This design comes from an exercise in tuning for a short achievable clock period and few clock cycles per item on the open sky130 flow, not from production work. Function was not checked in any run shown here: the RTL went through the layout flow alone. Power and IR drop assume default switching activity.

**run.sh**
```bash
#!/bin/bash
# synth_recipe.tcl (not shown) runs the flow's synth.tcl, then flattens the netlist and writes it again
# the make line also repeats each setting of config.mk as NAME=value (left out here)
make -C /OpenROAD-flow-scripts/flow DESIGN_CONFIG=/design/flow/config.mk WORK_HOME=/design/flow/orfs CLKGATE_MAP_FILE= SYNTH_SCRIPT=/design/flow/synth_recipe.tcl finish
```
**config.mk**
```make
export PLATFORM = sky130hd
export DESIGN_NAME = gpio_bus_slave
export DESIGN_NICKNAME = gpio_bus_slave
export VERILOG_FILES = /design/flow/design.v
export SDC_FILE = /design/flow/constraint.sdc
export NUM_CORES = 4
export LEC_CHECK = 0
export ABC_CLOCK_PERIOD_IN_PS = 1400
export CAP_MARGIN = 20
export CORE_MARGIN = 2
export CORE_UTILIZATION = 40
export SETUP_SLACK_MARGIN = 2.6
export SLEW_MARGIN = 20
```
**constraint.sdc**
```tcl
create_clock -name core_clock -period 4.0 [get_ports {BUS}]
set_input_delay 0.8000 -clock core_clock [delete_from_list [all_inputs] [get_ports {BUS}]]
set_output_delay 0.8000 -clock core_clock [all_outputs]
set_load 0.01 [all_outputs]
```
**design.v**
```verilog
package gpio_bus_pkg;
	localparam int ADDR_W        = 32;
	localparam int DATA_W        = 32;
	localparam int BYTE_OFFSET_W = 2;                    
	typedef logic [ADDR_W-1:0] addr_t;                   
	typedef logic [DATA_W-1:0] data_t;                   
	localparam int WORD_COUNT = 8;                       
	typedef logic [$clog2(WORD_COUNT)-1:0] word_index_t;
	typedef logic [WORD_COUNT*DATA_W-1:0]  gpio_vec_t;   
	localparam addr_t GPO_BASE = 32'h0100_0000;          
	localparam addr_t GPI_BASE = 32'h0100_0020;          
	localparam addr_t BANK_BYTES = addr_t'(WORD_COUNT * (DATA_W / 8));
	typedef enum logic [1:0] {
		REGION_GPO,
		REGION_GPI,
		REGION_NONE                                      
	} region_t;
	typedef logic [1:0] wait_count_t;
	localparam wait_count_t WRITE_WAIT = 2'd2;
	localparam wait_count_t READ_WAIT  = 2'd3;
endpackage
module gpio_addr_decode (
	input  gpio_bus_pkg::addr_t                 addr,
	output logic                                in_gpo,
	output logic                                in_gpi,
	output logic [gpio_bus_pkg::WORD_COUNT-1:0] word_sel      
);
	logic base_hit;                                      
	assign base_hit = (addr[31:6] == gpio_bus_pkg::GPO_BASE[31:6]) && (addr[1:0] == 2'b00);
	assign in_gpo   = base_hit && !addr[5];
	assign in_gpi   = base_hit &&  addr[5];
	always_comb begin
		for (int i = 0; i < gpio_bus_pkg::WORD_COUNT; i++) begin
			word_sel[i] = (addr[4:2] == i[2:0]);
		end
	end
endmodule
module bus_wait_timer (
	input  logic BUS,
	input  logic reset,
	input  logic valid,
	output logic ready,
	output logic accept
);
	assign accept = valid && !ready;
	always_ff @(posedge BUS) begin
		if (reset) begin
			ready <= 1'b0;
		end
		else begin
			ready <= accept;
		end
	end
endmodule
module gpo_register_bank (
	input  logic                                  BUS,
	input  logic                                  reset,
	input  logic                                  accept,
	input  logic                                  rnw,
	input  logic                                  in_gpo,
	input  logic [gpio_bus_pkg::WORD_COUNT-1:0]   word_sel,
	input  gpio_bus_pkg::data_t                   write_data,
	output gpio_bus_pkg::gpio_vec_t               gp_op,
	output logic [gpio_bus_pkg::WORD_COUNT-1:0]   gp_op_valid
);
	logic [gpio_bus_pkg::WORD_COUNT-1:0] write_hit;
	assign write_hit = {gpio_bus_pkg::WORD_COUNT{accept && !rnw && in_gpo}} & word_sel;
	always_ff @(posedge BUS) begin
		if (reset) begin
			gp_op       <= '0;
			gp_op_valid <= '0;
		end
		else begin
			gp_op_valid <= write_hit;                    
			for (int i = 0; i < gpio_bus_pkg::WORD_COUNT; i++) begin
				if (write_hit[i]) begin
					gp_op[i*gpio_bus_pkg::DATA_W +: gpio_bus_pkg::DATA_W] <= write_data;
				end
			end
		end
	end
endmodule
module bus_response_regs (
	input  logic                                BUS,
	input  logic                                reset,
	input  logic                                accept,
	input  logic                                rnw,
	input  logic                                in_gpo,
	input  logic                                in_gpi,
	input  logic [gpio_bus_pkg::WORD_COUNT-1:0] word_sel,
	input  gpio_bus_pkg::gpio_vec_t             gp_op,
	input  gpio_bus_pkg::gpio_vec_t             gp_ip,
	output gpio_bus_pkg::data_t                 read_data,
	output logic                                error
);
	logic read_ok;
	gpio_bus_pkg::data_t read_sel;
	assign read_ok = rnw && (in_gpo || in_gpi);
	always_comb begin
		read_sel = '0;
		for (int i = 0; i < gpio_bus_pkg::WORD_COUNT; i++) begin
			read_sel = read_sel
				| ({gpio_bus_pkg::DATA_W{word_sel[i] && in_gpo}} & gp_op[i*gpio_bus_pkg::DATA_W +: gpio_bus_pkg::DATA_W])
				| ({gpio_bus_pkg::DATA_W{word_sel[i] && in_gpi}} & gp_ip[i*gpio_bus_pkg::DATA_W +: gpio_bus_pkg::DATA_W]);
		end
	end
	always_ff @(posedge BUS) begin
		if (reset) begin
			read_data <= '0;
			error     <= 1'b0;
		end
		else if (accept) begin
			error <= rnw ? !(in_gpo || in_gpi) : !in_gpo;
			if (read_ok) begin
				read_data <= read_sel;
			end
		end
	end
endmodule
module gpio_bus_slave (
	input  logic                                BUS,
	input  logic                                reset,
	input  logic                                valid,
	input  logic                                rnw,
	input  gpio_bus_pkg::addr_t                 addr,
	input  gpio_bus_pkg::data_t                 write_data,
	input  gpio_bus_pkg::gpio_vec_t             gp_ip,
	output logic                                ready,
	output logic                                error,
	output gpio_bus_pkg::data_t                 read_data,
	output gpio_bus_pkg::gpio_vec_t             gp_op,
	output logic [gpio_bus_pkg::WORD_COUNT-1:0] gp_op_valid
);
	logic                      in_gpo;
	logic                      in_gpi;
	logic [gpio_bus_pkg::WORD_COUNT-1:0] word_sel;
	logic                      accept;               
	gpio_addr_decode u_decode (
		.addr       (addr),
		.in_gpo     (in_gpo),
		.in_gpi     (in_gpi),
		.word_sel    (word_sel)
	);
	bus_wait_timer u_timer (
		.BUS    (BUS),
		.reset  (reset),
		.valid  (valid),
		.ready  (ready),
		.accept (accept)
	);
	gpo_register_bank u_gpo (
		.BUS         (BUS),
		.reset       (reset),
		.accept      (accept),
		.rnw         (rnw),
		.in_gpo      (in_gpo),
		.word_sel    (word_sel),
		.write_data  (write_data),
		.gp_op       (gp_op),
		.gp_op_valid (gp_op_valid)
	);
	bus_response_regs u_resp (
		.BUS        (BUS),
		.reset      (reset),
		.accept     (accept),
		.rnw        (rnw),
		.in_gpo     (in_gpo),
		.in_gpi     (in_gpi),
		.word_sel   (word_sel),
		.gp_op      (gp_op),
		.gp_ip      (gp_ip),
		.read_data  (read_data),
		.error      (error)
	);
endmodule
```
==> results of run 1 <==
## area by class of cell
class / count / area (um^2)
antenna: 6 / 15.0
inverter: 7 / 31.3
sequential: 298 / 6450
clock buffer: 52 / 1050
multi-input combinational: 1137 / 8890
tap: 511 / 639
timing repair buffer: 1080 / 11400
clock inverter: 8 / 92.6
fill: 2572 / 8820
## cells in the final DEF, fill, tap and decap left out, drive strengths merged, types with 28 or more instances in the layout
cell	n
nand3	28
nor2	296
a22oi	81
mux2	45
clkbuf	59
nand2	45
buf	773
mux2i	294
clkdlybuf4s50	289
dfxtp	298
a21oi	43
## worst max-delay path, delay by kind of cell
kind	cells	cell delay (ns)
buffers and inverters	5	0.78
multiplexers	1	0.23
AND/OR/NAND/NOR	4	1.14
## what timing repair did
| action | 4_1_cts | 5_1_grt |
|---|---|---|
| cloned | 32 | 4 |
| pin swaps | 44 | 29 |
| hold buffers | 0 | 0 |
| setup buffers | 298 | 49 |
| resized for setup | 2178 | 73 |
| endpoints found under the setup margin | 595 | 595 |
| hold endpoints to repair | 0 | 0 |
## registers in the layout (all words and copies together), names as in the netlist
register,flops
u_resp.read_data,32
u_gpo.gp_op,256
u_gpo.gp_op_valid,8
u_resp.error,1
u_timer.ready,1
## path summary, 6_finish.rpt
check,endpoint,cells after the start,slack (ns)
max,u_gpo.gp_op[40],10,1.40
min,u_resp.read_data[20],2,0.51
max reg2reg,u_gpo.gp_op[122],10,1.96
min reg2reg,u_resp.read_data[20],2,0.51
## routing by layer
layer / track usage (%) / up-vias / part of all wire, %
met3: 16.0 / 526 / 14
met4: 37.0 / 6 / 9.0
met5: 0.894 / - / 0.067
met2: 73.0 / 1682 / 43
met1: 57.2 / 9104 / 34
li1: - / 7809 / -
## metrics by stage
stage,cell area [um^2],instances,total power (uW)
3_5_place_dp,22000,2650,3930
2_1_floorplan,15300,1616,3360
3_3_place_gp,22000,2650,3930
6_report,28600,3099,7220
4_1_cts,27800,3040,7120
5_1_grt,28600,3097,7310
## cells by family (layout without fill, tap and decap cells)
| group | after synthesis | after routing | share of synthesized area [%] |
|---|---|---|---|
| compound gates | 324 | 324 | 16.2 |
| flops | 298 | 298 | 39.5 |
| simple gates | 471 | 471 | 15.0 |
| other cells | 0 | 6 | 0 |
| mux | 342 | 342 | 23.3 |
| buf+inv | 181 | 1147 | 5.99 |
## power groups by stage
stage	Combinational (uW)	Clock, uW	Sequential (uW)
6_report	984	3300	2940
5_1_grt	987	3390	2930
4_1_cts	930	3250	2940
2_1_floorplan	326	0	3040
3_5_place_dp	897	0	3040
3_3_place_gp	896	0	3040
==> summary.md, run 1 <==
| Metric | Value |
|---|---|
| Vias | `19.1k` |
| Vias in the first global route | `18.5k` |
| Comb power frac | `13.6%` |
| Worst EP required | `4.37 ns` |
| I/O Pins | `622` |
| Max incr delay on CP | `0.52 ns` |
| Syn. warnings | `4` |
| Power share of the clock group | `45.7%` |
| Worst Setup Path Type | `in2reg` |
| Initial antenna violation count | `8` |
| Critical Path Fanout Max | `7` |
| Clock root buffer | `clkbuf_16` |
| TritonCTS Buffers | `34` |
| Starting Density | `40.4%` |
| TritonCTS clock tree | `done` |
| Core area | `37400 um^2` |
| Critical R2R Launch | `u_timer.ready` |
| Top-count cell post-synth | `dfxtp_1` |
| TritonCTS Sinks | `298` |
| Layout Area Growth over Synthesis | `89.3%` |
| Worst Setup SP | `addr[1]` |
| Seq cells post-synth | `298` |
| Net Count, Synth | `1940` |
| RD Place Congestion | `0.914` |
| Hold Violations, Final | `0` |
| Worst-Skew Late Latency | `0.53 ns` |
| Core Util, Final | `76.4%` |
| Final worst-path cycle share | `65.0%` |
| Maximum VDD drop | `0.000259 V` |
| Hold WC Path Type | `reg2reg` |
| Number of port buffers | `621` |
| Setup WS post-layout | `1.40 ns` |
| Vias/cell | `6.17` |
| Hold path startpoint | `u_resp.read_data[20]` |
| Relative slew slack | `19.7%` |
| Pre-CTS setup slack | `0.499 ns` |
| Share of layout cells above drive strength 1 | `49.6%` |
| Crit end category | `flip-flop` |
| Seq pwr share | `40.7%` |
| Detailed Route WL | `101000 um` |
| Synth async-reset ratio | `0%` |
| Area leader, netlist | `dfxtp_1` |
| GRT Resource Usage Total | `48.5%` |
| Overflow after GRT | `0` |
| Nature of the critical path startpoint | `input port` |
| Main synth FF type | `dfxtp_1` |
| Crit-path slowest cell | `or4_4` |
| Switch Pwr | `1890 uW` |
| Die width | `198 um` |
| Arrival time worst endpoint | `2.97 ns` |
| Synthesized area per cell | `9.34 um^2` |
| Status | `complete, no violations` |
| Pins over their slew limit | `0` |
| Hpwl dp | `62300 um` |
| Die Y | `198 um` |
| Internal power | `5320 uW` |
| First-pass GRT wire length | `135000 um` |
| Largest net degree at the start of global routing | `137` |
| Clk buf depth | `3` |
| Skew final | `0.0276 ns` |
| RSZ-0062 raised after global routing | `yes` |
| Net Sw Frac | `26.2%` |
| # setup viols final | `0` |
| FP Rows | `71` |
| Post-Syn Area | `15100 um^2` |
| Die ar. | `39300 um^2` |
| Max H-tree Level | `2` |
| Antenna Nets Post-Route | `0` |
| Setup TNS | `0 ns` |
| Cells after Synth | `1616` |
| Average routed wire per standard cell | `32.4 um` |
| Total iterations of the first detailed-routing run | `7` |
| Top post-synthesis cells by count | `298 x dfxtp_1, 296 x nor2_1, 294 x mux2i_1` |
| EDFF count, synth | `0` |
| Area contributors post-synth | `dfxtp_1 40%, mux2i_1 19%, nor2_1 7.4%, a22oi_1 4.0%, mux2_2 3.4%` |
| Sequential share of the synthesized area | `39.5%` |
| Library cells used by synthesis | `67` |
| Reg clk slew, reported paths | `0.06 ns` |
| DRT iter0 DRCs | `2515` |
| Maxcap violations | `0` |
| Fin crit period | `2.60 ns` |
| Crit-path cells | `buf_6 -> or4_4 -> nand3b_4 -> buf_12 -> nor4b_4 -> buf_6 -> buf_12 -> buf_16 -> mux2i_1 -> nor2_1` |
| Yosys top cell area share | `39.5%` |
| Nets@finish | `2882` |
| Leak | `0.0115 uW` |
| Tightest Pin Transition | `1.20 ns` |
| DRC Markers | `0` |
| Pwr dens | `252 nW/um^2` |
| Final hold slack | `0.508 ns` |
| Fmax | `385 MHz` |
==> run 2: changes to the inputs <==
--- a/config.mk
+++ b/config.mk
@@ -7,3 +7,3 @@
 export LEC_CHECK = 0
-export ABC_CLOCK_PERIOD_IN_PS = 1400
+export ABC_CLOCK_PERIOD_IN_PS = 400
 export CAP_MARGIN = 20
==> run 2 against run 1 <==
Effect of this change:
- largest power group unchanged
- sequential share of layout area stayed put
- global-route usage stayed put
- critical path depth stayed put
- total power stayed put
- clock-buffer cell count is the same
- largest cell class unchanged
- still clean on timing, DRC and antenna
- area after synthesis is the same
- core utilization unchanged
- final cell count did not move
- clock skew is the same
- worst hold slack unchanged
- setup slack stayed put
- clock power about the same
==> summary.md, run 2 <==
| Metric | Value |
|---|---|
| Status | `complete, no violations` |
| Syn. warnings | `4 (unchanged)` |
| Starting Density | `40.4% (unchanged)` |
| Largest regs | `u_gpo.gp_op: 256 flops, u_resp.read_data: 32 flops, u_gpo.gp_op_valid: 8 flops` |
| # hold bufs at CTS | `0 (unchanged)` |
| Synth async-reset ratio | `0% (unchanged)` |
| Largest net degree at the start of global routing | `137 (unchanged)` |
| R2R cell count | `10 (unchanged)` |
| Fill cells | `2572 (unchanged)` |
| Critical R2R Launch | `u_timer.ready` |
| Leak | `0.0115 uW (unchanged)` |
| Worst EP required | `4.37 ns (about the same)` |
| Vias in the first global route | `18.5k (unchanged)` |
| Hpwl dp | `62300 um (unchanged)` |
| Maxcap violations | `0 (unchanged)` |
| RSZ-0062 raised after global routing | `yes` |
| Sequential share of the synthesized area | `39.5% (unchanged)` |
| Detailed Route WL | `101000 um (unchanged)` |
| Nets@finish | `2882 (unchanged)` |
| Max reg flops | `256 (unchanged)` |
| Synthesized area per cell | `9.34 um^2 (unchanged)` |
| Area leader, netlist | `dfxtp_1` |
| Clk buf depth | `3 (unchanged)` |
| Layout Area Growth over Synthesis | `89.3% (unchanged)` |
| Reg2reg setup slack | `1.96 ns (about the same)` |
| Library cells used by synthesis | `67 (unchanged)` |
| Critical R2R Capture | `u_gpo.gp_op[122]` |
| Reg clk slew, reported paths | `0.06 ns (about the same)` |
| Die width | `198 um (unchanged)` |
| Clock root buffer | `clkbuf_16` |
| Area contributors post-synth | `dfxtp_1 40%, mux2i_1 19%, nor2_1 7.4%, a22oi_1 4.0%, mux2_2 3.4%` |
| Antenna Nets Post-Route | `0 (unchanged)` |
| TritonCTS clock tree | `done` |
| Die ar. | `39300 um^2 (unchanged)` |
| FP Rows | `71 (unchanged)` |
| Hold Violations, Final | `0 (unchanged)` |
| DRT iter0 DRCs | `2515 (unchanged)` |
| CP endpoint | `u_gpo.gp_op[40]` |
| Setup WS post-layout | `1.40 ns (unchanged)` |
| Final hold slack | `0.508 ns (unchanged)` |
| Cells after Synth | `1616 (unchanged)` |
| Setup TNS | `0 ns (unchanged)` |
| Worst Setup SP | `addr[1]` |
| Overflow after GRT | `0 (unchanged)` |
| RD Place Congestion | `0.914 (unchanged)` |
| Max H-tree Level | `2 (unchanged)` |
| Maximum VDD drop | `0.000259 V (unchanged)` |
| TritonCTS Sinks | `298 (unchanged)` |
| Net Count, Synth | `1940 (unchanged)` |
| Relative slew slack | `19.7% (unchanged)` |
| Vias | `19.1k (unchanged)` |
| Final worst-path cycle share | `65.0% (unchanged)` |
| Share of layout cells above drive strength 1 | `49.6% (unchanged)` |
| Vias/cell | `6.17 (unchanged)` |
| Pre-CTS setup slack | `0.499 ns (unchanged)` |
| Fmax | `385 MHz (unchanged)` |
| Most flops, register | `u_gpo.gp_op` |
| Crit end category | `flip-flop` |
| Most common cell after layout, fill and taps aside | `buf_6` |
| DRC Markers | `0 (unchanged)` |
| Main synth FF type | `dfxtp_1` |
| Arrival time worst endpoint | `2.97 ns (about the same)` |
| Initial antenna violation count | `8 (unchanged)` |
| Yosys top cell area share | `39.5% (unchanged)` |
| Tightest Pin Transition | `1.20 ns (unchanged)` |
| TritonCTS Buffers | `34 (unchanged)` |
| Worst-Skew Late Latency | `0.53 ns (about the same)` |
| Fin crit period | `2.60 ns (unchanged)` |
| First-pass GRT wire length | `135000 um (unchanged)` |
| Die Y | `198 um (unchanged)` |
| I/O Pins | `622 (unchanged)` |
| Average routed wire per standard cell | `32.4 um (unchanged)` |
| # setup viols final | `0 (unchanged)` |
| Power Total | `7220 uW (unchanged)` |
| Hold WC Path Type | `reg2reg` |
| Top post-synthesis cells by count | `298 x dfxtp_1, 296 x nor2_1, 294 x mux2i_1` |
| Total iterations of the first detailed-routing run | `7 (unchanged)` |
| Seq cells post-synth | `298 (unchanged)` |
| Pins over their slew limit | `0 (unchanged)` |
| GRT Resource Usage Total | `48.5% (unchanged)` |
| Top-count cell post-synth | `dfxtp_1` |
| EDFF count, synth | `0 (unchanged)` |
| Number of port buffers | `621 (unchanged)` |
| Most frequent cells in the layout | `344 x buf_6, 329 x buf_4, 289 x nor2_1, 289 x clkdlybuf4s50_1, 279 x mux2i_1` |
| Pwr dens | `252 nW/um^2 (unchanged)` |
| Skew final | `0.0276 ns (unchanged)` |
| Critical Path Fanout Max | `7 (unchanged)` |
| Nature of the critical path startpoint | `input port` |
| Worst Setup Path Type | `in2reg` |
| Core area | `37400 um^2 (unchanged)` |
| Post-Syn Area | `15100 um^2 (unchanged)` |
-- run 2: cell counts after synthesis --
No cell type changed its count.
-- run 2: worst min path at each step --
stage | depth (start not counted) | end | startpoint
final | 2 | u_resp.read_data[20] | u_resp.read_data[20]
after global routing | 2 | u_resp.read_data[20] | u_resp.read_data[20]
after CTS | 2 | u_resp.read_data[17] | u_resp.read_data[17]
after detailed placement | 2 | u_resp.read_data[17] | u_resp.read_data[17]
after global placement | 2 | u_resp.read_data[17] | u_resp.read_data[17]
after floorplan | 2 | u_resp.read_data[22] | u_resp.read_data[22]
-- run 2: logic make-up (layout without fill, tap and decap cells) --
logic type / count (synthesis) / count (layout) / share of synthesized area [%]
multiplexers: 342 / 342 / 23.3
other: 0 / 6 / 0
flip-flops: 298 / 298 / 39.5
buffers and inverters: 181 / 1147 / 5.99
AO/OA/AOI/OAI: 324 / 324 / 16.2
AND/OR/NAND/NOR: 471 / 471 / 15.0
-- run 2: report_power, final --
group	switching [uW]	leakage (uW)	total [uW]	internal [uW]
sequential	1.59	0.00256	2940	2930
combinational	539	0.00838	984	445
clock	1350	0.000564	3300	1940
total	1890	0.0115	7220	5320
-- run 2: worst max-delay path: stages --
cell	delay (ns)
buf_6	0.09
or4_4	0.52
nand3b_4	0.24
buf_12	0.20
nor4b_4	0.32
buf_6	0.21
buf_12	0.12
buf_16	0.16
mux2i_1	0.23
nor2_1	0.06
-- run 2: metrics by stage --
stage | instance area [um^2] | utilization (%) | instances
2_1_floorplan | 15300 | - | 1616
3_3_place_gp | 22000 | 58.7 | 2650
3_5_place_dp | 22000 | 58.7 | 2650
4_1_cts | 27800 | 74.4 | 3040
5_1_grt | 28600 | 76.4 | 3097
6_report | 28600 | 76.4 | 3099
-- run 2: what timing repair did --
item / CTS / global route
resized for setup: 2178 / 73
buffers inserted: 298 / 49
pin swaps: 44 / 29
cloned: 32 / 4
setup endpoints to repair: 595 / 595
-- run 2: layer usage --
metal  track usage, %  vias to the layer above  routed length (um)
met5            0.894                        -                  67
met4             37.0                        6                9010
met3             16.0                      526               13900
met2             73.0                     1682               43000
met1             57.2                     9104               34600
li1                 -                     7809                   -
-- run 2: layout make-up --
cell class	count	area (um^2)	area share (%)
antenna	6	15.0	0.0525
clock buffer	52	1050	3.68
clock inverter	8	92.6	0.324
inverter	7	31.3	0.109
multi-input combinational	1137	8890	31.1
sequential	298	6450	22.6
tap	511	639	2.24
timing repair buffer	1080	11400	39.9

afterwards: timing with drivers on the ports:
The results above use ideal ports. As a check the final layouts listed here were re-extracted and re-timed, cells and wires unchanged. Step 1 assumes that a clkbuf_16 drives the clock port and a buf_2 every other input. Step 2, shift: input delay + t, output delay - t, t = (earliest + latest rising clock arrival at the registers) / 2. This alone moves slack from input paths to output paths. a / b / c = ideal ports / drivers / drivers and shift; a / b = the first two.
run	t, ns	setup slack, ns	latest minus earliest clock arrival (ns)	worst register clock-pin slew, ns	cell pins on the clock port's net
run 1	0.573	1.402 / 1.431 / 0.858	0.029 / 0.029	0.07 / 0.07	1
run 2	0.573	1.402 / 1.431 / 0.858	0.029 / 0.029	0.07 / 0.07	1
After both steps every run listed still meets setup and hold.
